Context: an optimization exercise on an open-source flow, tuned for small area, a short achievable clock period and few clock cycles per item. The choices shown serve that exercise and are no tape-out recipe.
No run shown here included a check of the RTL's function; only the layout flow was run.
Power is estimated from default activity; no workload was simulated.

[run.sh]
#!/bin/bash
# synth_recipe.tcl (not shown) runs the flow's synth.tcl, then flattens the netlist and writes it again
# the make line also repeats each setting of config.mk as NAME=value (left out here)
make -C /OpenROAD-flow-scripts/flow DESIGN_CONFIG=/design/flow/config.mk WORK_HOME=/design/flow/orfs CLKGATE_MAP_FILE= SYNTH_SCRIPT=/design/flow/synth_recipe.tcl finish
[config.mk]
export PLATFORM = sky130hd
export DESIGN_NAME = nearest_palette_color_unit
export DESIGN_NICKNAME = nearest_palette_color_unit
export VERILOG_FILES = /design/flow/design.v
export SDC_FILE = /design/flow/constraint.sdc
export NUM_CORES = 4
export LEC_CHECK = 0
export ABC_AREA = 1
export CAP_MARGIN = 20
export CORE_MARGIN = 2
export CORE_UTILIZATION = 40
export SLEW_MARGIN = 20
[design.v]
package npc_pkg;
  localparam int unsigned NumColors = 22;
endpackage
module nearest_palette_color_unit #(
  parameter int unsigned PALETTE_SIZE = 22
) (
  input  logic        clk_i,
  input  logic        rst_ni,
  input  logic        cfg_we_i,
  input  logic [21:0] cfg_wdata_i,
  input  logic        pixel_valid_i,
  output logic        pixel_ready_o,
  input  logic [31:0] pixel_word_i,
  output logic        result_valid_o,
  input  logic        result_ready_i,
  output logic [4:0]  color_index_o,
  output logic        none_enabled_o
);
  function automatic logic [1:0] cmp_join(input logic [1:0] hi, input logic [1:0] lo);
    cmp_join = {hi[1] | (hi[0] & lo[1]), hi[1] | (hi[0] & lo[0])};
  endfunction
  function automatic logic ge_key(input logic [11:0] x, input logic [11:0] y);
    logic [23:0] p;
    logic [23:0] q;
    q = '0;
    for (int k = 0; k < 12; k++) p[2*k +: 2] = {x[k] & ~y[k], x[k] | ~y[k]};
    q[0 +: 2] = cmp_join(p[2 +: 2], p[0 +: 2]);
    q[2 +: 2] = cmp_join(p[6 +: 2], p[4 +: 2]);
    q[4 +: 2] = cmp_join(p[10 +: 2], p[8 +: 2]);
    q[6 +: 2] = cmp_join(p[14 +: 2], p[12 +: 2]);
    q[8 +: 2] = cmp_join(p[18 +: 2], p[16 +: 2]);
    q[10 +: 2] = cmp_join(p[22 +: 2], p[20 +: 2]);
    p[0 +: 2] = cmp_join(q[2 +: 2], q[0 +: 2]);
    p[2 +: 2] = cmp_join(q[6 +: 2], q[4 +: 2]);
    p[4 +: 2] = cmp_join(q[10 +: 2], q[8 +: 2]);
    q[0 +: 2] = cmp_join(p[2 +: 2], p[0 +: 2]);
    q[2 +: 2] = p[4 +: 2];
    p[0 +: 2] = cmp_join(q[2 +: 2], q[0 +: 2]);
    ge_key = p[0];
  endfunction
  logic [21:0] enable_mask_q;
  always_ff @(posedge clk_i or negedge rst_ni) begin
    if (!rst_ni) enable_mask_q <= 22'h3fffff;
    else if (cfg_we_i) enable_mask_q <= cfg_wdata_i;
  end
  logic ready_q;
  logic take_px;
  assign pixel_ready_o = ready_q;
  assign take_px = pixel_valid_i & ready_q;
  logic [7:0] px_r, px_g, px_b;
  assign px_r = pixel_word_i[7:0];
  assign px_g = pixel_word_i[15:8];
  assign px_b = pixel_word_i[23:16];
  logic [7:0] mn_r_187;
  assign mn_r_187 = (px_r < 8'd187) ? px_r[7:0] : 8'd187;
  logic [6:0] mn_r_102;
  assign mn_r_102 = (px_r < 8'd102) ? px_r[6:0] : 7'd102;
  logic [6:0] mn_g_102;
  assign mn_g_102 = (px_g < 8'd102) ? px_g[6:0] : 7'd102;
  logic [6:0] mn_b_102;
  assign mn_b_102 = (px_b < 8'd102) ? px_b[6:0] : 7'd102;
  logic [7:0] mn_b_128;
  assign mn_b_128 = (px_b < 8'd128) ? px_b[7:0] : 8'd128;
  logic [7:0] mn_g_128;
  assign mn_g_128 = (px_g < 8'd128) ? px_g[7:0] : 8'd128;
  logic [7:0] mn_r_191;
  assign mn_r_191 = (px_r < 8'd191) ? px_r[7:0] : 8'd191;
  logic [7:0] mn_r_146;
  assign mn_r_146 = (px_r < 8'd146) ? px_r[7:0] : 8'd146;
  logic [7:0] mn_g_211;
  assign mn_g_211 = (px_g < 8'd211) ? px_g[7:0] : 8'd211;
  logic [7:0] mn_b_202;
  assign mn_b_202 = (px_b < 8'd202) ? px_b[7:0] : 8'd202;
  logic [5:0] mn_r_34;
  assign mn_r_34 = (px_r < 8'd34) ? px_r[5:0] : 6'd34;
  logic [7:0] mn_g_139;
  assign mn_g_139 = (px_g < 8'd139) ? px_g[7:0] : 8'd139;
  logic [5:0] mn_b_34;
  assign mn_b_34 = (px_b < 8'd34) ? px_b[5:0] : 6'd34;
  logic [6:0] mn_r_64;
  assign mn_r_64 = (px_r < 8'd64) ? px_r[6:0] : 7'd64;
  logic [7:0] mn_g_224;
  assign mn_g_224 = (px_g < 8'd224) ? px_g[7:0] : 8'd224;
  logic [7:0] mn_b_208;
  assign mn_b_208 = (px_b < 8'd208) ? px_b[7:0] : 8'd208;
  logic [7:0] mn_r_128;
  assign mn_r_128 = (px_r < 8'd128) ? px_r[7:0] : 8'd128;
  logic [7:0] mn_r_186;
  assign mn_r_186 = (px_r < 8'd186) ? px_r[7:0] : 8'd186;
  logic [7:0] mn_g_184;
  assign mn_g_184 = (px_g < 8'd184) ? px_g[7:0] : 8'd184;
  logic [6:0] mn_b_108;
  assign mn_b_108 = (px_b < 8'd108) ? px_b[6:0] : 7'd108;
  logic [7:0] mn_r_135;
  assign mn_r_135 = (px_r < 8'd135) ? px_r[7:0] : 8'd135;
  logic [7:0] mn_g_206;
  assign mn_g_206 = (px_g < 8'd206) ? px_g[7:0] : 8'd206;
  logic [7:0] mn_b_235;
  assign mn_b_235 = (px_b < 8'd235) ? px_b[7:0] : 8'd235;
  logic [7:0] mn_r_143;
  assign mn_r_143 = (px_r < 8'd143) ? px_r[7:0] : 8'd143;
  logic [4:0] mn_g_21;
  assign mn_g_21 = (px_g < 8'd21) ? px_g[4:0] : 5'd21;
  logic [7:0] mn_r_144;
  assign mn_r_144 = (px_r < 8'd144) ? px_r[7:0] : 8'd144;
  logic [7:0] mn_g_238;
  assign mn_g_238 = (px_g < 8'd238) ? px_g[7:0] : 8'd238;
  logic [7:0] mn_b_144;
  assign mn_b_144 = (px_b < 8'd144) ? px_b[7:0] : 8'd144;
  logic [7:0] mn_r_165;
  assign mn_r_165 = (px_r < 8'd165) ? px_r[7:0] : 8'd165;
  logic [5:0] mn_g_42;
  assign mn_g_42 = (px_g < 8'd42) ? px_g[5:0] : 6'd42;
  logic [5:0] mn_b_42;
  assign mn_b_42 = (px_b < 8'd42) ? px_b[5:0] : 6'd42;
  logic [11:0] k0;
  assign k0 = {enable_mask_q[0], 10'd383, 1'b1};
  logic [11:0] k1;
  assign k1 = {enable_mask_q[1], 10'(px_r) + 10'(px_g) + 10'(px_b) + 10'd1, 1'b0};
  logic [11:0] k2;
  assign k2 = {enable_mask_q[2], 10'(px_r) + 10'd256, 1'b0};
  logic [11:0] k3;
  assign k3 = {enable_mask_q[3], 10'(px_g) + 10'd256, 1'b0};
  logic [11:0] k4;
  assign k4 = {enable_mask_q[4], 10'(px_b) + 10'd256, 1'b0};
  logic [11:0] k5;
  assign k5 = {enable_mask_q[5], 10'(mn_r_187) + 10'd290, 1'b0};
  logic [11:0] k6;
  assign k6 = {enable_mask_q[6], 10'(mn_r_102) + 10'(mn_g_102) + 10'(mn_b_102) + 10'd230, 1'b1};
  logic [11:0] k7;
  assign k7 = {enable_mask_q[7], 10'(mn_b_128) + 10'd319, 1'b1};
  logic [11:0] k8;
  assign k8 = {enable_mask_q[8], 10'(mn_g_128) + 10'(mn_b_128) + 10'd255, 1'b1};
  logic [11:0] k9;
  assign k9 = {enable_mask_q[9], 10'(mn_r_191) + 10'(px_g) + 10'd160, 1'b1};
  logic [11:0] k10;
  assign k10 = {enable_mask_q[10], 10'(px_g) + 10'(px_b) + 10'd128, 1'b1};
  logic [11:0] k11;
  assign k11 = {enable_mask_q[11], 10'(mn_r_146) + 10'(mn_g_211) + 10'(mn_b_202) + 10'd104, 1'b0};
  logic [11:0] k12;
  assign k12 = {enable_mask_q[12], 10'(mn_r_34) + 10'(mn_g_139) + 10'(mn_b_34) + 10'd280, 1'b0};
  logic [11:0] k13;
  assign k13 = {enable_mask_q[13], 10'(mn_r_64) + 10'(mn_g_224) + 10'(mn_b_208) + 10'd135, 1'b1};
  logic [11:0] k14;
  assign k14 = {enable_mask_q[14], 10'(mn_r_128) + 10'd319, 1'b1};
  logic [11:0] k15;
  assign k15 = {enable_mask_q[15], 10'(mn_r_128) + 10'(mn_b_128) + 10'd255, 1'b1};
  logic [11:0] k16;
  assign k16 = {enable_mask_q[16], 10'(mn_r_186) + 10'(mn_g_184) + 10'(mn_b_108) + 10'd144, 1'b1};
  logic [11:0] k17;
  assign k17 = {enable_mask_q[17], 10'(mn_r_135) + 10'(mn_g_206) + 10'(mn_b_235) + 10'd95, 1'b1};
  logic [11:0] k18;
  assign k18 = {enable_mask_q[18], 10'(mn_r_143) + 10'(mn_g_21) + 10'd301, 1'b1};
  logic [11:0] k19;
  assign k19 = {enable_mask_q[19], 10'(mn_r_144) + 10'(mn_g_238) + 10'(mn_b_144) + 10'd120, 1'b1};
  logic [11:0] k20;
  assign k20 = {enable_mask_q[20], 10'(mn_r_165) + 10'(mn_g_42) + 10'(mn_b_42) + 10'd259, 1'b0};
  logic [11:0] k21;
  assign k21 = {enable_mask_q[21], 10'(px_r) + 10'(px_g) + 10'd128, 1'b1};
  logic [11:0] t1_0_key;
  logic [0:0] t1_0_idx;
  logic t1_0_ge01;
  assign t1_0_ge01 = ge_key(k0, k1);
  logic t1_0_w0;
  assign t1_0_w0 = t1_0_ge01;
  logic t1_0_w1;
  assign t1_0_w1 = !t1_0_ge01;
  assign t1_0_key = t1_0_w0 ? k0 : k1;
  assign t1_0_idx = 1'(t1_0_w0 ? 1'd0 : 1'd1);
  logic [11:0] t1_1_key;
  logic [0:0] t1_1_idx;
  logic t1_1_ge01;
  assign t1_1_ge01 = ge_key(k2, k3);
  logic t1_1_w0;
  assign t1_1_w0 = t1_1_ge01;
  logic t1_1_w1;
  assign t1_1_w1 = !t1_1_ge01;
  assign t1_1_key = t1_1_w0 ? k2 : k3;
  assign t1_1_idx = 1'(t1_1_w0 ? 1'd0 : 1'd1);
  logic [11:0] t1_2_key;
  logic [0:0] t1_2_idx;
  logic t1_2_ge01;
  assign t1_2_ge01 = ge_key(k4, k5);
  logic t1_2_w0;
  assign t1_2_w0 = t1_2_ge01;
  logic t1_2_w1;
  assign t1_2_w1 = !t1_2_ge01;
  assign t1_2_key = t1_2_w0 ? k4 : k5;
  assign t1_2_idx = 1'(t1_2_w0 ? 1'd0 : 1'd1);
  logic [11:0] t1_3_key;
  logic [0:0] t1_3_idx;
  logic t1_3_ge01;
  assign t1_3_ge01 = ge_key(k6, k7);
  logic t1_3_w0;
  assign t1_3_w0 = t1_3_ge01;
  logic t1_3_w1;
  assign t1_3_w1 = !t1_3_ge01;
  assign t1_3_key = t1_3_w0 ? k6 : k7;
  assign t1_3_idx = 1'(t1_3_w0 ? 1'd0 : 1'd1);
  logic [11:0] t1_4_key;
  logic [0:0] t1_4_idx;
  logic t1_4_ge01;
  assign t1_4_ge01 = ge_key(k8, k9);
  logic t1_4_w0;
  assign t1_4_w0 = t1_4_ge01;
  logic t1_4_w1;
  assign t1_4_w1 = !t1_4_ge01;
  assign t1_4_key = t1_4_w0 ? k8 : k9;
  assign t1_4_idx = 1'(t1_4_w0 ? 1'd0 : 1'd1);
  logic [11:0] t1_5_key;
  logic [0:0] t1_5_idx;
  logic t1_5_ge01;
  assign t1_5_ge01 = ge_key(k10, k11);
  logic t1_5_w0;
  assign t1_5_w0 = t1_5_ge01;
  logic t1_5_w1;
  assign t1_5_w1 = !t1_5_ge01;
  assign t1_5_key = t1_5_w0 ? k10 : k11;
  assign t1_5_idx = 1'(t1_5_w0 ? 1'd0 : 1'd1);
  logic [11:0] t1_6_key;
  logic [0:0] t1_6_idx;
  logic t1_6_ge01;
  assign t1_6_ge01 = ge_key(k12, k13);
  logic t1_6_w0;
  assign t1_6_w0 = t1_6_ge01;
  logic t1_6_w1;
  assign t1_6_w1 = !t1_6_ge01;
  assign t1_6_key = t1_6_w0 ? k12 : k13;
  assign t1_6_idx = 1'(t1_6_w0 ? 1'd0 : 1'd1);
  logic [11:0] t1_7_key;
  logic [0:0] t1_7_idx;
  logic t1_7_ge01;
  assign t1_7_ge01 = ge_key(k14, k15);
  logic t1_7_w0;
  assign t1_7_w0 = t1_7_ge01;
  logic t1_7_w1;
  assign t1_7_w1 = !t1_7_ge01;
  assign t1_7_key = t1_7_w0 ? k14 : k15;
  assign t1_7_idx = 1'(t1_7_w0 ? 1'd0 : 1'd1);
  logic [11:0] t1_8_key;
  logic [0:0] t1_8_idx;
  logic t1_8_ge01;
  assign t1_8_ge01 = ge_key(k16, k17);
  logic t1_8_w0;
  assign t1_8_w0 = t1_8_ge01;
  logic t1_8_w1;
  assign t1_8_w1 = !t1_8_ge01;
  assign t1_8_key = t1_8_w0 ? k16 : k17;
  assign t1_8_idx = 1'(t1_8_w0 ? 1'd0 : 1'd1);
  logic [11:0] t1_9_key;
  logic [0:0] t1_9_idx;
  logic t1_9_ge01;
  assign t1_9_ge01 = ge_key(k18, k19);
  logic t1_9_w0;
  assign t1_9_w0 = t1_9_ge01;
  logic t1_9_w1;
  assign t1_9_w1 = !t1_9_ge01;
  assign t1_9_key = t1_9_w0 ? k18 : k19;
  assign t1_9_idx = 1'(t1_9_w0 ? 1'd0 : 1'd1);
  logic [11:0] t1_10_key;
  logic [0:0] t1_10_idx;
  logic t1_10_ge01;
  assign t1_10_ge01 = ge_key(k20, k21);
  logic t1_10_w0;
  assign t1_10_w0 = t1_10_ge01;
  logic t1_10_w1;
  assign t1_10_w1 = !t1_10_ge01;
  assign t1_10_key = t1_10_w0 ? k20 : k21;
  assign t1_10_idx = 1'(t1_10_w0 ? 1'd0 : 1'd1);
  logic [11:0] r1_0_key;
  logic [0:0] r1_0_idx;
  logic [11:0] r1_1_key;
  logic [0:0] r1_1_idx;
  logic [11:0] r1_2_key;
  logic [0:0] r1_2_idx;
  logic [11:0] r1_3_key;
  logic [0:0] r1_3_idx;
  logic [11:0] r1_4_key;
  logic [0:0] r1_4_idx;
  logic [11:0] r1_5_key;
  logic [0:0] r1_5_idx;
  logic [11:0] r1_6_key;
  logic [0:0] r1_6_idx;
  logic [11:0] r1_7_key;
  logic [0:0] r1_7_idx;
  logic [11:0] r1_8_key;
  logic [0:0] r1_8_idx;
  logic [11:0] r1_9_key;
  logic [0:0] r1_9_idx;
  logic [11:0] r1_10_key;
  logic [0:0] r1_10_idx;
  logic vs1_q;
  always_ff @(posedge clk_i) begin
    r1_0_key <= t1_0_key;
    r1_0_idx <= t1_0_idx;
    r1_1_key <= t1_1_key;
    r1_1_idx <= t1_1_idx;
    r1_2_key <= t1_2_key;
    r1_2_idx <= t1_2_idx;
    r1_3_key <= t1_3_key;
    r1_3_idx <= t1_3_idx;
    r1_4_key <= t1_4_key;
    r1_4_idx <= t1_4_idx;
    r1_5_key <= t1_5_key;
    r1_5_idx <= t1_5_idx;
    r1_6_key <= t1_6_key;
    r1_6_idx <= t1_6_idx;
    r1_7_key <= t1_7_key;
    r1_7_idx <= t1_7_idx;
    r1_8_key <= t1_8_key;
    r1_8_idx <= t1_8_idx;
    r1_9_key <= t1_9_key;
    r1_9_idx <= t1_9_idx;
    r1_10_key <= t1_10_key;
    r1_10_idx <= t1_10_idx;
  end
  always_ff @(posedge clk_i or negedge rst_ni) begin
    if (!rst_ni) vs1_q <= 1'b0;
    else vs1_q <= take_px;
  end
  logic [11:0] t2_0_key;
  logic [1:0] t2_0_idx;
  logic t2_0_ge01;
  assign t2_0_ge01 = ge_key(r1_0_key, r1_1_key);
  logic t2_0_w0;
  assign t2_0_w0 = t2_0_ge01;
  logic t2_0_w1;
  assign t2_0_w1 = !t2_0_ge01;
  assign t2_0_key = t2_0_w0 ? r1_0_key : r1_1_key;
  assign t2_0_idx = 2'(t2_0_w0 ? {1'd0, r1_0_idx} : {1'd1, r1_1_idx});
  logic [11:0] t2_1_key;
  logic [1:0] t2_1_idx;
  logic t2_1_ge01;
  assign t2_1_ge01 = ge_key(r1_2_key, r1_3_key);
  logic t2_1_w0;
  assign t2_1_w0 = t2_1_ge01;
  logic t2_1_w1;
  assign t2_1_w1 = !t2_1_ge01;
  assign t2_1_key = t2_1_w0 ? r1_2_key : r1_3_key;
  assign t2_1_idx = 2'(t2_1_w0 ? {1'd0, r1_2_idx} : {1'd1, r1_3_idx});
  logic [11:0] t2_2_key;
  logic [1:0] t2_2_idx;
  logic t2_2_ge01;
  assign t2_2_ge01 = ge_key(r1_4_key, r1_5_key);
  logic t2_2_w0;
  assign t2_2_w0 = t2_2_ge01;
  logic t2_2_w1;
  assign t2_2_w1 = !t2_2_ge01;
  assign t2_2_key = t2_2_w0 ? r1_4_key : r1_5_key;
  assign t2_2_idx = 2'(t2_2_w0 ? {1'd0, r1_4_idx} : {1'd1, r1_5_idx});
  logic [11:0] t2_3_key;
  logic [1:0] t2_3_idx;
  logic t2_3_ge01;
  assign t2_3_ge01 = ge_key(r1_6_key, r1_7_key);
  logic t2_3_w0;
  assign t2_3_w0 = t2_3_ge01;
  logic t2_3_w1;
  assign t2_3_w1 = !t2_3_ge01;
  assign t2_3_key = t2_3_w0 ? r1_6_key : r1_7_key;
  assign t2_3_idx = 2'(t2_3_w0 ? {1'd0, r1_6_idx} : {1'd1, r1_7_idx});
  logic [11:0] t2_4_key;
  logic [1:0] t2_4_idx;
  logic t2_4_ge01;
  assign t2_4_ge01 = ge_key(r1_8_key, r1_9_key);
  logic t2_4_w0;
  assign t2_4_w0 = t2_4_ge01;
  logic t2_4_w1;
  assign t2_4_w1 = !t2_4_ge01;
  assign t2_4_key = t2_4_w0 ? r1_8_key : r1_9_key;
  assign t2_4_idx = 2'(t2_4_w0 ? {1'd0, r1_8_idx} : {1'd1, r1_9_idx});
  logic [11:0] t2_5_key;
  logic [1:0] t2_5_idx;
  assign t2_5_key = r1_10_key;
  assign t2_5_idx = 2'(r1_10_idx);
  logic [11:0] t3_0_key;
  logic [2:0] t3_0_idx;
  logic t3_0_ge01;
  assign t3_0_ge01 = ge_key(t2_0_key, t2_1_key);
  logic t3_0_w0;
  assign t3_0_w0 = t3_0_ge01;
  logic t3_0_w1;
  assign t3_0_w1 = !t3_0_ge01;
  assign t3_0_key = t3_0_w0 ? t2_0_key : t2_1_key;
  assign t3_0_idx = 3'(t3_0_w0 ? {1'd0, t2_0_idx} : {1'd1, t2_1_idx});
  logic [11:0] t3_1_key;
  logic [2:0] t3_1_idx;
  logic t3_1_ge01;
  assign t3_1_ge01 = ge_key(t2_2_key, t2_3_key);
  logic t3_1_w0;
  assign t3_1_w0 = t3_1_ge01;
  logic t3_1_w1;
  assign t3_1_w1 = !t3_1_ge01;
  assign t3_1_key = t3_1_w0 ? t2_2_key : t2_3_key;
  assign t3_1_idx = 3'(t3_1_w0 ? {1'd0, t2_2_idx} : {1'd1, t2_3_idx});
  logic [11:0] t3_2_key;
  logic [2:0] t3_2_idx;
  logic t3_2_ge01;
  assign t3_2_ge01 = ge_key(t2_4_key, t2_5_key);
  logic t3_2_w0;
  assign t3_2_w0 = t3_2_ge01;
  logic t3_2_w1;
  assign t3_2_w1 = !t3_2_ge01;
  assign t3_2_key = t3_2_w0 ? t2_4_key : t2_5_key;
  assign t3_2_idx = 3'(t3_2_w0 ? {1'd0, t2_4_idx} : {1'd1, t2_5_idx});
  logic [11:0] r3_0_key;
  logic [2:0] r3_0_idx;
  logic [11:0] r3_1_key;
  logic [2:0] r3_1_idx;
  logic [11:0] r3_2_key;
  logic [2:0] r3_2_idx;
  logic vs3_q;
  always_ff @(posedge clk_i) begin
    r3_0_key <= t3_0_key;
    r3_0_idx <= t3_0_idx;
    r3_1_key <= t3_1_key;
    r3_1_idx <= t3_1_idx;
    r3_2_key <= t3_2_key;
    r3_2_idx <= t3_2_idx;
  end
  always_ff @(posedge clk_i or negedge rst_ni) begin
    if (!rst_ni) vs3_q <= 1'b0;
    else vs3_q <= vs1_q;
  end
  logic [11:0] t4_0_key;
  logic [3:0] t4_0_idx;
  logic t4_0_ge01;
  assign t4_0_ge01 = ge_key(r3_0_key, r3_1_key);
  logic t4_0_w0;
  assign t4_0_w0 = t4_0_ge01;
  logic t4_0_w1;
  assign t4_0_w1 = !t4_0_ge01;
  assign t4_0_key = t4_0_w0 ? r3_0_key : r3_1_key;
  assign t4_0_idx = 4'(t4_0_w0 ? {1'd0, r3_0_idx} : {1'd1, r3_1_idx});
  logic [11:0] t4_1_key;
  logic [3:0] t4_1_idx;
  assign t4_1_key = r3_2_key;
  assign t4_1_idx = 4'(r3_2_idx);
  logic [11:0] t5_0_key;
  logic [4:0] t5_0_idx;
  logic t5_0_ge01;
  assign t5_0_ge01 = ge_key(t4_0_key, t4_1_key);
  logic t5_0_w0;
  assign t5_0_w0 = t5_0_ge01;
  logic t5_0_w1;
  assign t5_0_w1 = !t5_0_ge01;
  assign t5_0_key = t5_0_w0 ? t4_0_key : t4_1_key;
  assign t5_0_idx = 5'(t5_0_w0 ? {1'd0, t4_0_idx} : {1'd1, t4_1_idx});
  logic [5:0] res;
  logic      res_v;
  assign res = {!t5_0_key[11], t5_0_key[11] ? 5'(t5_0_idx) : 5'd0};
  assign res_v = vs3_q;
  logic [3:0] q_v;
  logic [5:0] q0_q;
  logic [5:0] q1_q;
  logic [5:0] q2_q;
  logic [5:0] q3_q;
  logic take_res;
  assign take_res = q_v[0] & result_ready_i;
  assign result_valid_o = q_v[0];
  assign color_index_o = q0_q[4:0];
  assign none_enabled_o = q0_q[5];
  logic [3:0] sh_v;
  logic [3:0] nx_v;
  assign sh_v = take_res ? (q_v >> 1) : q_v;
  assign nx_v = sh_v | (res_v ? ((sh_v + 1'b1) & ~sh_v) : '0);
  always_ff @(posedge clk_i) begin
    q0_q <= sh_v[0] ? (take_res ? q1_q : q0_q) : res;
    q1_q <= sh_v[1] ? (take_res ? q2_q : q1_q) : res;
    q2_q <= sh_v[2] ? (take_res ? q3_q : q2_q) : res;
    q3_q <= sh_v[3] ? q3_q : res;
  end
  always_ff @(posedge clk_i or negedge rst_ni) begin
    if (!rst_ni) q_v <= '0;
    else q_v <= nx_v;
  end
  logic [2:0] occ_q;
  logic [2:0] occ_nx;
  assign occ_nx = occ_q + 3'(take_px) - 3'(take_res);
  always_ff @(posedge clk_i or negedge rst_ni) begin
    if (!rst_ni) begin
      occ_q   <= '0;
      ready_q <= 1'b0;
    end else begin
      occ_q   <= occ_nx;
      ready_q <= occ_nx < 3'd4;
    end
  end
endmodule
[constraint.sdc]
create_clock -name core_clock -period 5.5 [get_ports {clk_i}]
set_input_delay 1.1000 -clock core_clock [delete_from_list [all_inputs] [get_ports {clk_i}]]
set_output_delay 1.1000 -clock core_clock [all_outputs]
set_load 0.01 [all_outputs]
==> impl_metrics.yaml, run 1 <==
yosys:
  syn_area_per_cell_um2: 6.78
  synth.largest_area_cell: "dfxtp_1"
  synthTopCellsByArea: "dfxtp_1, nand2_1, ha_1, inv_1, fa_1"
  seq_area_frac_synth_pct: 24.0
  syn_inst: 3131
  synth-compound-area-share_pct: 13.3
  synth_edf_count: 24
  ys_seq_elements: 233
  ys.flop_type: "dfxtp_1"
  synth_area_um2: 21200
  synth_top_family_by_area: "simple AND/OR/NAND/NOR gates"
  synthTopCellsByCount: "nand2_1, inv_1, nor2_1, ha_1, o21ai_0"
  ys_warn_count: 1
  synth_cell_type_count: 61
  synth_top_area_share_pct: 16.7
  synth_adder_area_share_pct: 20.1
  synth_async_sr_flop_share_pct: 13.7
  synth_mux_area_share_pct: 0.371
  synth_xor_area_share_pct: 3.62
  yosysMostFrequentCell: "nand2_1"
  synth_simple_gate_area_share_pct: 26.4
flow_run:
  drv_cap: 0
die:
  core_area_um2: 52600
  pin_count: 67
  initial_core_util_pct: 40.4
  rows: 84
  dieArea_um2: 54900
  die_width_um: 234
  die_h_um: 234
grt:
  grt_max_degree: 43
  grt.busiest_layer: "met2"
  grt_usage_pct: 23.3
  antenna_found_initial: 0
  overflow: 0
  grtUsageMet2_pct: 38.4
  grtUsageMet3_pct: 2.55
  grt_pass1_wl_um: 98800
  grt_use_met1_pct: 31.9
  grt_pass1_vias: 18600
power:
  ir_drop_mv: 0.269
  powerDensity_nw_per_um2: 547
  leakage_uw: 0.0139
worst_setup_path:
  r2r_setup_slack_ps: 1670
  crit_required_ps: 5960
  cp_slowest_cell: "clkdlybuf4s50_1"
  rr_startpoint: "r1_8_key[7]"
  cp.arrival_ps: 5610
  slowest_delay_ps: 570
  r2r_cells: 16
  start_kind: "input port"
  cp_common_cell: "nand2_1"
  setup.worst_path.end_class: "flop"
  criticalPathCategory: "in -> reg"
  cp_max_fo: 14
  r2r-end: "r3_2_key[4]"
cells_and_area:
  multi_input_area_um2: 13600
  num-fill-cells: 5401
  num_antenna_cells: 0
  drive_above_1_share_pct: 13.4
  final_util_pct: 48.5
  regArea_um2: 5090
  final_nets: 3795
  area.growth.synth_to_final_pct: 20.0
  fin_area_um2: 25500
clock_tree:
  cts-root-buf: "clkbuf_16"
  cts_tree: "yes"
  clock_sinks: 233
  cts_hold_buf: 0
  clock_path_buffers: 3
  insertion_delay_ps: 590
  htreeDepth: 1
  path_clk_slew_ps: 60
  numCtsBuffers: 29
place:
  portBuffers: 58
  routabilityCongestion: 0.985
  dp_hpwl_um: 52400
  post_dp_cell_area_um2: 24500
worst_hold_path:
  worstHoldStart: "vs1_q"
  whs_endpoint: "vs3_q"
  hp-class: "reg -> reg"
  hold_depth: 0
drt:
  routed_via_density: 4.80
  detail_route.wl_per_cell_um: 15.1
  firstDrtPassIters: 6
  drt_iter0_drc: 1423
  routed_wl_um: 62700
  vias: 19900
  drc_errors: 0
  postRouteAntennaNets: 0
timing:
  tightestPinTransition_ps: 931
  finalSetupViolCount: 0
  period_needed_ps: 5150
  hold_ws_ps: 354
  finalCritPeriodShare_pct: 93.6
  hold_viol: 0
  maxSlewViolCount: 0
  fmax_mhz: 194
  max_slew_margin_pct: 37.9
  fin_worst_skew_ps: 16.4
  grt_setup_unrepaired: "false"
status:
  outcome: "complete, no violations"
==> cell families after synthesis <==
group	count (synthesis)
simple gates	1362
xor+xnor	87
mux	7
flops	233
buf+inv	656
other cells	2
compound gates	484
fa+ha+maj	300
==> registers in the layout, summed over array words and instances, names as in the netlist, 9 cells and up <==
name,flops
r1_9_key,11
r1_3_key,11
r1_8_key,11
r1_0_key,12
r1_1_key,9
r1_5_key,12
r3_0_key,12
r3_1_key,12
r1_2_key,11
enable_mask_q,22
r1_6_key,12
r3_2_key,12
r1_7_key,11
r1_10_key,12
r1_4_key,11
==> through the flow <==
stage	setup slack [ps]	instances	setup TNS, ps	total power, uW
floorplan	312	3131	0	9750
global placement	-281	4097	-11290	11900
detailed placement	-283	4097	-11930	12000
CTS	305	4150	0	14000
global route	4.47	4150	0	15500
finish	353	4150	0	13900
==> power breakdown <==
group / internal [uW] / total, uW / switching [uW]
Clock: 1150 / 1950 / 797
Sequential: 2600 / 3100 / 504
Combinational: 3260 / 8880 / 5620
Total: 7010 / 13900 / 6930
==> how the worst max path moves through the flow <==
| stage | startpoint | to | slack, ps | cells after the start |
|---|---|---|---|---|
| floorplan | pixel_word_i[11] | r1_8_key[9] | 310 | 25 |
| global placement | pixel_word_i[7] | r1_8_key[7] | -280 | 25 |
| detailed placement | pixel_word_i[11] | r1_8_key[2] | -280 | 26 |
| CTS | pixel_word_i[11] | r1_8_key[2] | 310 | 26 |
| global route | pixel_word_i[11] | r1_10_key[10] | 4 | 27 |
| finish | pixel_word_i[11] | r1_10_key[9] | 350 | 27 |
==> cell usage in the layout (no fill, tap or decap), drive strengths merged, types with 7 or more instances in the layout <==
| cell | netlist | final |
|---|---|---|
| dfstp | 22 | 22 |
| clkbuf | 40 | 45 |
| edfxtp | 24 | 24 |
| or2 | 22 | 22 |
| ha | 226 | 226 |
| a22oi | 7 | 7 |
| a31oi | 15 | 15 |
| nand2 | 921 | 921 |
| o211ai | 16 | 16 |
| buf | 32 | 294 |
| o21ai | 268 | 268 |
| inv | 572 | 574 |
| o21bai | 17 | 17 |
| mux2 | 7 | 7 |
| a21oi | 122 | 122 |
| xnor2 | 24 | 24 |
| nand3 | 153 | 153 |
| o22ai | 13 | 13 |
| nor2 | 233 | 233 |
| o221ai | 8 | 8 |
| nand3b | 14 | 14 |
| clkinv | 12 | 16 |
| dfxtp | 177 | 177 |
| nand4 | 10 | 10 |
| xor2 | 63 | 63 |
| fa | 70 | 70 |
| dfrtp | 10 | 10 |
| clkdlybuf4s50 | 0 | 55 |
==> worst max-delay path, delay by kind of cell <==
family                     cells  cell delay [ps]
and+or+nand+nor                9              770
buffers and inverters          7             1290
adders and majority gates      4             1310
AOI/OAI and AO/OA              6              880
xor gates and xnor gates       1              250
==> layer usage <==
layer	part of all wire [%]	wire length (um)
met3	5.1	3210
met5	0	0
met2	45	28100
met1	47	29400
met4	3.2	2020
==> timing repair <==
| item | in CTS | in global routing |
|---|---|---|
| gates resized for setup | 0 | 14 |
| endpoints found under the setup margin | 0 | 43 |
| buffers inserted | 0 | 0 |
==> area by class of cell <==
class	count	share of cell area, %
sequential	233	20.0
clock buffer	45	3.46
timing repair buffer	350	11.0
clock inverter	8	0.354
multi-input combinational	2242	53.3
inverter	584	8.61
tap	688	3.38
==> inputs of run 2 (changes only) <==
--- a/design.v
+++ b/design.v
@@ -157,221 +157,221 @@
   assign k20 = {enable_mask_q[20], 10'(mn_r_165) + 10'(mn_g_42) + 10'(mn_b_42) + 10'd259, 1'b0};
   logic [11:0] k21;
   assign k21 = {enable_mask_q[21], 10'(px_r) + 10'(px_g) + 10'd128, 1'b1};
+  logic [11:0] r0_0_key;
+  logic [11:0] r0_1_key;
+  logic [11:0] r0_2_key;
+  logic [11:0] r0_3_key;
+  logic [11:0] r0_4_key;
+  logic [11:0] r0_5_key;
+  logic [11:0] r0_6_key;
+  logic [11:0] r0_7_key;
+  logic [11:0] r0_8_key;
+  logic [11:0] r0_9_key;
+  logic [11:0] r0_10_key;
+  logic [11:0] r0_11_key;
+  logic [11:0] r0_12_key;
+  logic [11:0] r0_13_key;
+  logic [11:0] r0_14_key;
+  logic [11:0] r0_15_key;
+  logic [11:0] r0_16_key;
+  logic [11:0] r0_17_key;
+  logic [11:0] r0_18_key;
+  logic [11:0] r0_19_key;
+  logic [11:0] r0_20_key;
+  logic [11:0] r0_21_key;
+  logic vs0_q;
+  always_ff @(posedge clk_i) begin
+    r0_0_key <= k0;
+    r0_1_key <= k1;
+    r0_2_key <= k2;
+    r0_3_key <= k3;
+    r0_4_key <= k4;
+    r0_5_key <= k5;
+    r0_6_key <= k6;
+    r0_7_key <= k7;
+    r0_8_key <= k8;
+    r0_9_key <= k9;
+    r0_10_key <= k10;
+    r0_11_key <= k11;
+    r0_12_key <= k12;
+    r0_13_key <= k13;
+    r0_14_key <= k14;
+    r0_15_key <= k15;
+    r0_16_key <= k16;
+    r0_17_key <= k17;
+    r0_18_key <= k18;
+    r0_19_key <= k19;
+    r0_20_key <= k20;
+    r0_21_key <= k21;
+  end
+  always_ff @(posedge clk_i or negedge rst_ni) begin
+    if (!rst_ni) vs0_q <= 1'b0;
+    else vs0_q <= take_px;
+  end
   logic [11:0] t1_0_key;
   logic [0:0] t1_0_idx;
   logic t1_0_ge01;
-  assign t1_0_ge01 = ge_key(k0, k1);
+  assign t1_0_ge01 = ge_key(r0_0_key, r0_1_key);
   logic t1_0_w0;
   assign t1_0_w0 = t1_0_ge01;
   logic t1_0_w1;
   assign t1_0_w1 = !t1_0_ge01;
-  assign t1_0_key = t1_0_w0 ? k0 : k1;
+  assign t1_0_key = t1_0_w0 ? r0_0_key : r0_1_key;
   assign t1_0_idx = 1'(t1_0_w0 ? 1'd0 : 1'd1);
   logic [11:0] t1_1_key;
   logic [0:0] t1_1_idx;
   logic t1_1_ge01;
-  assign t1_1_ge01 = ge_key(k2, k3);
+  assign t1_1_ge01 = ge_key(r0_2_key, r0_3_key);
   logic t1_1_w0;
   assign t1_1_w0 = t1_1_ge01;
   logic t1_1_w1;
   assign t1_1_w1 = !t1_1_ge01;
-  assign t1_1_key = t1_1_w0 ? k2 : k3;
+  assign t1_1_key = t1_1_w0 ? r0_2_key : r0_3_key;
   assign t1_1_idx = 1'(t1_1_w0 ? 1'd0 : 1'd1);
   logic [11:0] t1_2_key;
   logic [0:0] t1_2_idx;
   logic t1_2_ge01;
-  assign t1_2_ge01 = ge_key(k4, k5);
+  assign t1_2_ge01 = ge_key(r0_4_key, r0_5_key);
   logic t1_2_w0;
   assign t1_2_w0 = t1_2_ge01;
   logic t1_2_w1;
   assign t1_2_w1 = !t1_2_ge01;
-  assign t1_2_key = t1_2_w0 ? k4 : k5;
+  assign t1_2_key = t1_2_w0 ? r0_4_key : r0_5_key;
   assign t1_2_idx = 1'(t1_2_w0 ? 1'd0 : 1'd1);
   logic [11:0] t1_3_key;
   logic [0:0] t1_3_idx;
   logic t1_3_ge01;
-  assign t1_3_ge01 = ge_key(k6, k7);
+  assign t1_3_ge01 = ge_key(r0_6_key, r0_7_key);
   logic t1_3_w0;
   assign t1_3_w0 = t1_3_ge01;
   logic t1_3_w1;
   assign t1_3_w1 = !t1_3_ge01;
-  assign t1_3_key = t1_3_w0 ? k6 : k7;
+  assign t1_3_key = t1_3_w0 ? r0_6_key : r0_7_key;
   assign t1_3_idx = 1'(t1_3_w0 ? 1'd0 : 1'd1);
   logic [11:0] t1_4_key;
   logic [0:0] t1_4_idx;
   logic t1_4_ge01;
-  assign t1_4_ge01 = ge_key(k8, k9);
+  assign t1_4_ge01 = ge_key(r0_8_key, r0_9_key);
   logic t1_4_w0;
   assign t1_4_w0 = t1_4_ge01;
   logic t1_4_w1;
   assign t1_4_w1 = !t1_4_ge01;
-  assign t1_4_key = t1_4_w0 ? k8 : k9;
+  assign t1_4_key = t1_4_w0 ? r0_8_key : r0_9_key;
   assign t1_4_idx = 1'(t1_4_w0 ? 1'd0 : 1'd1);
   logic [11:0] t1_5_key;
   logic [0:0] t1_5_idx;
   logic t1_5_ge01;
-  assign t1_5_ge01 = ge_key(k10, k11);
+  assign t1_5_ge01 = ge_key(r0_10_key, r0_11_key);
   logic t1_5_w0;
   assign t1_5_w0 = t1_5_ge01;
   logic t1_5_w1;
   assign t1_5_w1 = !t1_5_ge01;
-  assign t1_5_key = t1_5_w0 ? k10 : k11;
+  assign t1_5_key = t1_5_w0 ? r0_10_key : r0_11_key;
   assign t1_5_idx = 1'(t1_5_w0 ? 1'd0 : 1'd1);
   logic [11:0] t1_6_key;
   logic [0:0] t1_6_idx;
   logic t1_6_ge01;
-  assign t1_6_ge01 = ge_key(k12, k13);
+  assign t1_6_ge01 = ge_key(r0_12_key, r0_13_key);
   logic t1_6_w0;
   assign t1_6_w0 = t1_6_ge01;
   logic t1_6_w1;
   assign t1_6_w1 = !t1_6_ge01;
-  assign t1_6_key = t1_6_w0 ? k12 : k13;
+  assign t1_6_key = t1_6_w0 ? r0_12_key : r0_13_key;
   assign t1_6_idx = 1'(t1_6_w0 ? 1'd0 : 1'd1);
   logic [11:0] t1_7_key;
   logic [0:0] t1_7_idx;
   logic t1_7_ge01;
-  assign t1_7_ge01 = ge_key(k14, k15);
+  assign t1_7_ge01 = ge_key(r0_14_key, r0_15_key);
   logic t1_7_w0;
   assign t1_7_w0 = t1_7_ge01;
   logic t1_7_w1;
   assign t1_7_w1 = !t1_7_ge01;
-  assign t1_7_key = t1_7_w0 ? k14 : k15;
+  assign t1_7_key = t1_7_w0 ? r0_14_key : r0_15_key;
   assign t1_7_idx = 1'(t1_7_w0 ? 1'd0 : 1'd1);
   logic [11:0] t1_8_key;
   logic [0:0] t1_8_idx;
   logic t1_8_ge01;
-  assign t1_8_ge01 = ge_key(k16, k17);
+  assign t1_8_ge01 = ge_key(r0_16_key, r0_17_key);
   logic t1_8_w0;
   assign t1_8_w0 = t1_8_ge01;
   logic t1_8_w1;
   assign t1_8_w1 = !t1_8_ge01;
-  assign t1_8_key = t1_8_w0 ? k16 : k17;
+  assign t1_8_key = t1_8_w0 ? r0_16_key : r0_17_key;
   assign t1_8_idx = 1'(t1_8_w0 ? 1'd0 : 1'd1);
   logic [11:0] t1_9_key;
   logic [0:0] t1_9_idx;
   logic t1_9_ge01;
-  assign t1_9_ge01 = ge_key(k18, k19);
+  assign t1_9_ge01 = ge_key(r0_18_key, r0_19_key);
   logic t1_9_w0;
   assign t1_9_w0 = t1_9_ge01;
   logic t1_9_w1;
   assign t1_9_w1 = !t1_9_ge01;
-  assign t1_9_key = t1_9_w0 ? k18 : k19;
+  assign t1_9_key = t1_9_w0 ? r0_18_key : r0_19_key;
   assign t1_9_idx = 1'(t1_9_w0 ? 1'd0 : 1'd1);
   logic [11:0] t1_10_key;
   logic [0:0] t1_10_idx;
   logic t1_10_ge01;
-  assign t1_10_ge01 = ge_key(k20, k21);
+  assign t1_10_ge01 = ge_key(r0_20_key, r0_21_key);
   logic t1_10_w0;
   assign t1_10_w0 = t1_10_ge01;
   logic t1_10_w1;
   assign t1_10_w1 = !t1_10_ge01;
-  assign t1_10_key = t1_10_w0 ? k20 : k21;
+  assign t1_10_key = t1_10_w0 ? r0_20_key : r0_21_key;
   assign t1_10_idx = 1'(t1_10_w0 ? 1'd0 : 1'd1);
-  logic [11:0] r1_0_key;
-  logic [0:0] r1_0_idx;
-  logic [11:0] r1_1_key;
-  logic [0:0] r1_1_idx;
-  logic [11:0] r1_2_key;
-  logic [0:0] r1_2_idx;
-  logic [11:0] r1_3_key;
-  logic [0:0] r1_3_idx;
-  logic [11:0] r1_4_key;
-  logic [0:0] r1_4_idx;
-  logic [11:0] r1_5_key;
-  logic [0:0] r1_5_idx;
-  logic [11:0] r1_6_key;
-  logic [0:0] r1_6_idx;
-  logic [11:0] r1_7_key;
-  logic [0:0] r1_7_idx;
-  logic [11:0] r1_8_key;
-  logic [0:0] r1_8_idx;
-  logic [11:0] r1_9_key;
-  logic [0:0] r1_9_idx;
-  logic [11:0] r1_10_key;
-  logic [0:0] r1_10_idx;
-  logic vs1_q;
-  always_ff @(posedge clk_i) begin
-    r1_0_key <= t1_0_key;
-    r1_0_idx <= t1_0_idx;
-    r1_1_key <= t1_1_key;
-    r1_1_idx <= t1_1_idx;
-    r1_2_key <= t1_2_key;
-    r1_2_idx <= t1_2_idx;
-    r1_3_key <= t1_3_key;
-    r1_3_idx <= t1_3_idx;
-    r1_4_key <= t1_4_key;
-    r1_4_idx <= t1_4_idx;
-    r1_5_key <= t1_5_key;
-    r1_5_idx <= t1_5_idx;
-    r1_6_key <= t1_6_key;
-    r1_6_idx <= t1_6_idx;
-    r1_7_key <= t1_7_key;
-    r1_7_idx <= t1_7_idx;
-    r1_8_key <= t1_8_key;
-    r1_8_idx <= t1_8_idx;
-    r1_9_key <= t1_9_key;
-    r1_9_idx <= t1_9_idx;
-    r1_10_key <= t1_10_key;
-    r1_10_idx <= t1_10_idx;
-  end
-  always_ff @(posedge clk_i or negedge rst_ni) begin
-    if (!rst_ni) vs1_q <= 1'b0;
-    else vs1_q <= take_px;
-  end
   logic [11:0] t2_0_key;
   logic [1:0] t2_0_idx;
   logic t2_0_ge01;
-  assign t2_0_ge01 = ge_key(r1_0_key, r1_1_key);
+  assign t2_0_ge01 = ge_key(t1_0_key, t1_1_key);
   logic t2_0_w0;
   assign t2_0_w0 = t2_0_ge01;
   logic t2_0_w1;
   assign t2_0_w1 = !t2_0_ge01;
-  assign t2_0_key = t2_0_w0 ? r1_0_key : r1_1_key;
-  assign t2_0_idx = 2'(t2_0_w0 ? {1'd0, r1_0_idx} : {1'd1, r1_1_idx});
+  assign t2_0_key = t2_0_w0 ? t1_0_key : t1_1_key;
+  assign t2_0_idx = 2'(t2_0_w0 ? {1'd0, t1_0_idx} : {1'd1, t1_1_idx});
   logic [11:0] t2_1_key;
   logic [1:0] t2_1_idx;
   logic t2_1_ge01;
-  assign t2_1_ge01 = ge_key(r1_2_key, r1_3_key);
+  assign t2_1_ge01 = ge_key(t1_2_key, t1_3_key);
   logic t2_1_w0;
   assign t2_1_w0 = t2_1_ge01;
   logic t2_1_w1;
   assign t2_1_w1 = !t2_1_ge01;
-  assign t2_1_key = t2_1_w0 ? r1_2_key : r1_3_key;
-  assign t2_1_idx = 2'(t2_1_w0 ? {1'd0, r1_2_idx} : {1'd1, r1_3_idx});
+  assign t2_1_key = t2_1_w0 ? t1_2_key : t1_3_key;
+  assign t2_1_idx = 2'(t2_1_w0 ? {1'd0, t1_2_idx} : {1'd1, t1_3_idx});
   logic [11:0] t2_2_key;
   logic [1:0] t2_2_idx;
   logic t2_2_ge01;
-  assign t2_2_ge01 = ge_key(r1_4_key, r1_5_key);
+  assign t2_2_ge01 = ge_key(t1_4_key, t1_5_key);
   logic t2_2_w0;
   assign t2_2_w0 = t2_2_ge01;
   logic t2_2_w1;
   assign t2_2_w1 = !t2_2_ge01;
-  assign t2_2_key = t2_2_w0 ? r1_4_key : r1_5_key;
-  assign t2_2_idx = 2'(t2_2_w0 ? {1'd0, r1_4_idx} : {1'd1, r1_5_idx});
+  assign t2_2_key = t2_2_w0 ? t1_4_key : t1_5_key;
+  assign t2_2_idx = 2'(t2_2_w0 ? {1'd0, t1_4_idx} : {1'd1, t1_5_idx});
   logic [11:0] t2_3_key;
   logic [1:0] t2_3_idx;
   logic t2_3_ge01;
-  assign t2_3_ge01 = ge_key(r1_6_key, r1_7_key);
+  assign t2_3_ge01 = ge_key(t1_6_key, t1_7_key);
   logic t2_3_w0;
   assign t2_3_w0 = t2_3_ge01;
   logic t2_3_w1;
   assign t2_3_w1 = !t2_3_ge01;
-  assign t2_3_key = t2_3_w0 ? r1_6_key : r1_7_key;
-  assign t2_3_idx = 2'(t2_3_w0 ? {1'd0, r1_6_idx} : {1'd1, r1_7_idx});
+  assign t2_3_key = t2_3_w0 ? t1_6_key : t1_7_key;
+  assign t2_3_idx = 2'(t2_3_w0 ? {1'd0, t1_6_idx} : {1'd1, t1_7_idx});
   logic [11:0] t2_4_key;
   logic [1:0] t2_4_idx;
   logic t2_4_ge01;
-  assign t2_4_ge01 = ge_key(r1_8_key, r1_9_key);
+  assign t2_4_ge01 = ge_key(t1_8_key, t1_9_key);
   logic t2_4_w0;
   assign t2_4_w0 = t2_4_ge01;
   logic t2_4_w1;
   assign t2_4_w1 = !t2_4_ge01;
-  assign t2_4_key = t2_4_w0 ? r1_8_key : r1_9_key;
-  assign t2_4_idx = 2'(t2_4_w0 ? {1'd0, r1_8_idx} : {1'd1, r1_9_idx});
+  assign t2_4_key = t2_4_w0 ? t1_8_key : t1_9_key;
+  assign t2_4_idx = 2'(t2_4_w0 ? {1'd0, t1_8_idx} : {1'd1, t1_9_idx});
   logic [11:0] t2_5_key;
   logic [1:0] t2_5_idx;
-  assign t2_5_key = r1_10_key;
-  assign t2_5_idx = 2'(r1_10_idx);
+  assign t2_5_key = t1_10_key;
+  assign t2_5_idx = 2'(t1_10_idx);
   logic [11:0] t3_0_key;
   logic [2:0] t3_0_idx;
   logic t3_0_ge01;
@@ -419,7 +419,7 @@
   end
   always_ff @(posedge clk_i or negedge rst_ni) begin
     if (!rst_ni) vs3_q <= 1'b0;
-    else vs3_q <= vs1_q;
+    else vs3_q <= vs0_q;
   end
   logic [11:0] t4_0_key;
   logic [3:0] t4_0_idx;
==> run 2 against run 1 <==
  * Critical path depth decreased by 10
  * Design area increased by 5.6%
  * Via count increased by 5.6%
  * Final cell count increased by 5.3%
  * Flip-flop and latch count increased by 94
  * Critical endpoint is now r0_17_key[10]
  * Setup slack improved by 590 ps
  * Worst hold slack got worse by 1.2 ps
  * Wire length increased by 8.7%
  * First-iteration DRC count increased by 2.9%
  * Sequential share of layout area increased by 5.9 points
  * Clock-buffer cell count increased by 10
  * Power increased by 23%
  * Largest power group unchanged
==> impl_metrics.yaml, run 2 <==
timing:
  finalSetupViolCount: 0
  max_slew_margin_pct: 38.2
  maxSlewViolCount: 0
  grt_setup_unrepaired: "false"
  period_needed_ps: 4550
  fin_worst_skew_ps: 15.0
  hold_viol: 0
  finalCritPeriodShare_pct: 82.8
  tightestPinTransition_ps: 917
  finalSetupTns_ps: 0
  fmax_mhz: 220
cells_and_area:
  final_util_pct: 45.6
  largest_reg_flops: 22
  layout_commonest_cell: "nand2_1"
  layout_common_cells: "nand2_1, inv_1, dfxtp_1"
  largest-register: "enable_mask_q"
  final_nets: 3902
  area.growth.synth_to_final_pct: 12.8
  drive_above_1_share_pct: 7.26
yosys:
  ys_seq_elements: 327
  synth_simple_gate_area_share_pct: 28.1
  synth_mux_area_share_pct: 1.18
  synth_xor_area_share_pct: 3.49
  synth_cell_type_count: 49
  synth_area_um2: 23900
  synthTopCellsByCount: "nand2_1, inv_1, dfxtp_1, nor2_1, nand3_1"
  synth_edf_count: 24
  synth.largest_area_cell: "dfxtp_1"
  synth-compound-area-share_pct: 9.51
  seq_area_frac_synth_pct: 29.2
  synth_async_sr_flop_share_pct: 9.79
  yosysMostFrequentCell: "nand2_1"
  syn_inst: 3458
  synthTopCellsByArea: "dfxtp_1, nand2_1, ha_1, inv_1, fa_1"
  synth_adder_area_share_pct: 16.9
  syn_area_per_cell_um2: 6.90
  ys_warn_count: 1
  synth_top_family_by_area: "simple AND/OR/NAND/NOR gates"
  synth_top_area_share_pct: 22.7
  ys.flop_type: "dfxtp_1"
grt:
  overflow: 0
  grt_usage_pct: 22.5
  antenna_found_initial: 4
  grt_max_degree: 33
  grt_pass1_wl_um: 106000
  grt_pass1_vias: 19400
worst_setup_path:
  criticalPathCategory: "in -> reg"
  crit_required_ps: 6010
  cp.arrival_ps: 5060
  slowest_delay_ps: 810
  startpoint: "pixel_word_i[10]"
  r2r_cells: 21
  cp_slowest_cell: "clkdlybuf4s50_1"
  cp_common_cell: "nor2_1"
  rr_startpoint: "r0_13_key[10]"
  cp_cell_sequence: "clkdlybuf4s50_1 -> nand3_1 -> a21oi_1 -> nor2_1 -> ha_1 -> inv_1 -> fa_1 -> ha_1 -> inv_1 -> fa_1 -> o21ai_0 -> a21oi_1 -> nor2_1 -> nor2_1 -> nor2_1 -> nor2_1 -> o21bai_1"
  r2r_setup_slack_ps: 1070
  start_kind: "input port"
  setup.worst_path.end_class: "flop"
  cp_max_fo: 9
worst_hold_path:
  hold_depth: 0
  hp-class: "reg -> reg"
  worstHoldStart: "vs0_q"
power:
  leakage_uw: 0.0147
  powerDensity_nw_per_um2: 639
  swShare_pct: 51.7
  p_int_uw: 8290
  p_clk_share_pct: 15.8
  p_comb_share_pct: 61.8
  ir_drop_mv: 0.529
  p_sw_uw: 8890
  seqPwrFrac_pct: 22.4
drt:
  drt_iter0_drc: 1464
  routed_wl_um: 68100
  vias: 21000
  drc_errors: 0
  detail_route.wl_per_cell_um: 15.6
  firstDrtPassIters: 5
  postRouteAntennaNets: 0
  routed_via_density: 4.81
die:
  die_h_um: 248
  rows: 89
  dieArea_um2: 61600
  die_width_um: 248
  initial_core_util_pct: 40.4
  pin_count: 67
  core_area_um2: 59000
clock_tree:
  clock_path_buffers: 3
  insertion_delay_ps: 580
  cts_tree: "yes"
  postCtsSetupBuffers: 0
  clock_sinks: 327
  postCtsResizedCells: 0
  cts_hold_buf: 0
  cts-root-buf: "clkbuf_16"
  numCtsBuffers: 41
  htreeDepth: 2
  path_clk_slew_ps: 60
place:
  dp_hpwl_um: 55200
  routabilityCongestion: 0.971
  portBuffers: 58
status:
  outcome: "complete, no violations"
flow_run:
  drv_cap: 0
==> run 2: critical path, delay by kind of cell <==
kind                     cells  cell delay, ps
adder cells (fa/ha/maj)      4            1400
AND/OR/NAND/NOR              6             660
buffers and inverters        3             920
AO/OA/AOI/OAI                4             980
==> run 2: through the flow <==
stage	worst slack, ps	area [um2]	hold slack (ps)	std cells	power, uW
2_1_floorplan	1240	23900	331	3462	12200
3_3_place_gp	380	25500	333	4293	14400
3_5_place_dp	414	25500	341	4293	14500
4_1_cts	1020	26900	355	4369	17200
5_1_grt	622	26900	362	4370	19000
6_report	945	26900	353	4371	17200
==> run 2: cell families (layout without fill, tap and decap cells) <==
logic type / after synthesis / in the layout
buffers and inverters: 695 / 829
flip-flops: 327 / 327
adder cells (fa/ha/maj): 281 / 281
AO/OA/AOI/OAI: 399 / 399
XOR/XNOR: 95 / 95
AND/OR/NAND/NOR: 1634 / 1634
multiplexers: 25 / 25
other: 2 / 8
==> run 2: final timing paths <==
kind / end
max reg2reg: r3_1_key[1]
max in group asynchronous: enable_mask_q[18]
max: r0_17_key[10]
min reg2reg: vs3_q
min in group asynchronous: q_v[0]
min: vs3_q
==> run 2: metal layers <==
metal  up-vias  global-route usage [%]  wire length (um)
met5         -                       0                 0
met1      9406                    30.5             31200
met2       530                    35.1             29400
met4         0                    8.74              2790
met3       118                    4.63              4750
li1      11000                       -                 -
==> run 2: layout make-up <==
cell class | count | area, um2
clock inverter | 21 | 204
sequential | 327 | 6970
antenna | 2 | 5.00
multi-input combinational | 2440 | 14200
clock buffer | 55 | 1160
tap | 773 | 967
timing repair buffer | 123 | 1070
fill | 6054 | 32100
inverter | 630 | 2360
==> run 2: power groups by stage <==
stage / combinational, uW / sequential (uW) / clock [uW]
final: 10600 / 3850 / 2720
after CTS: 10600 / 3850 / 2790
after detailed placement: 10600 / 3890 / 0
after global routing: 12300 / 3910 / 2880
after floorplan: 8510 / 3670 / 0
after global placement: 10500 / 3890 / 0

==> separate check: timing with driven ports <==
No port has a modelled driver above. Below, the same layouts with a new extraction and two added sets of constraints.
Step 1, drivers: a clkbuf_16 drives clk_i and a buf_2 each remaining input, both assumed.
Step 2, shift: input delay + t, output delay - t, t = (earliest + latest rising clock arrival at the registers) / 2. This alone moves slack from input paths to output paths.
a / b / c = ideal / step 1 / step 2; a / b = the first two.
| run | t (ns) | slack for setup (ns) | worst setup path after step 2 | worst data-port slew with drivers (ns) | cell pins on the clock port's net |
|---|---|---|---|---|---|
| run 1 | 0.637 | 0.353 / 0.370 / -0.267 | input to register | 0.08 | 1 |
| run 2 | 0.631 | 0.945 / 0.965 / 0.334 | input to register | 0.14 | 1 |
With both steps, setup timing fails in run 1, where it was met with ideal ports. The setup slack of run 1, which loses most, moves by +0.017 ns with the drivers and by -0.620 ns with both steps.
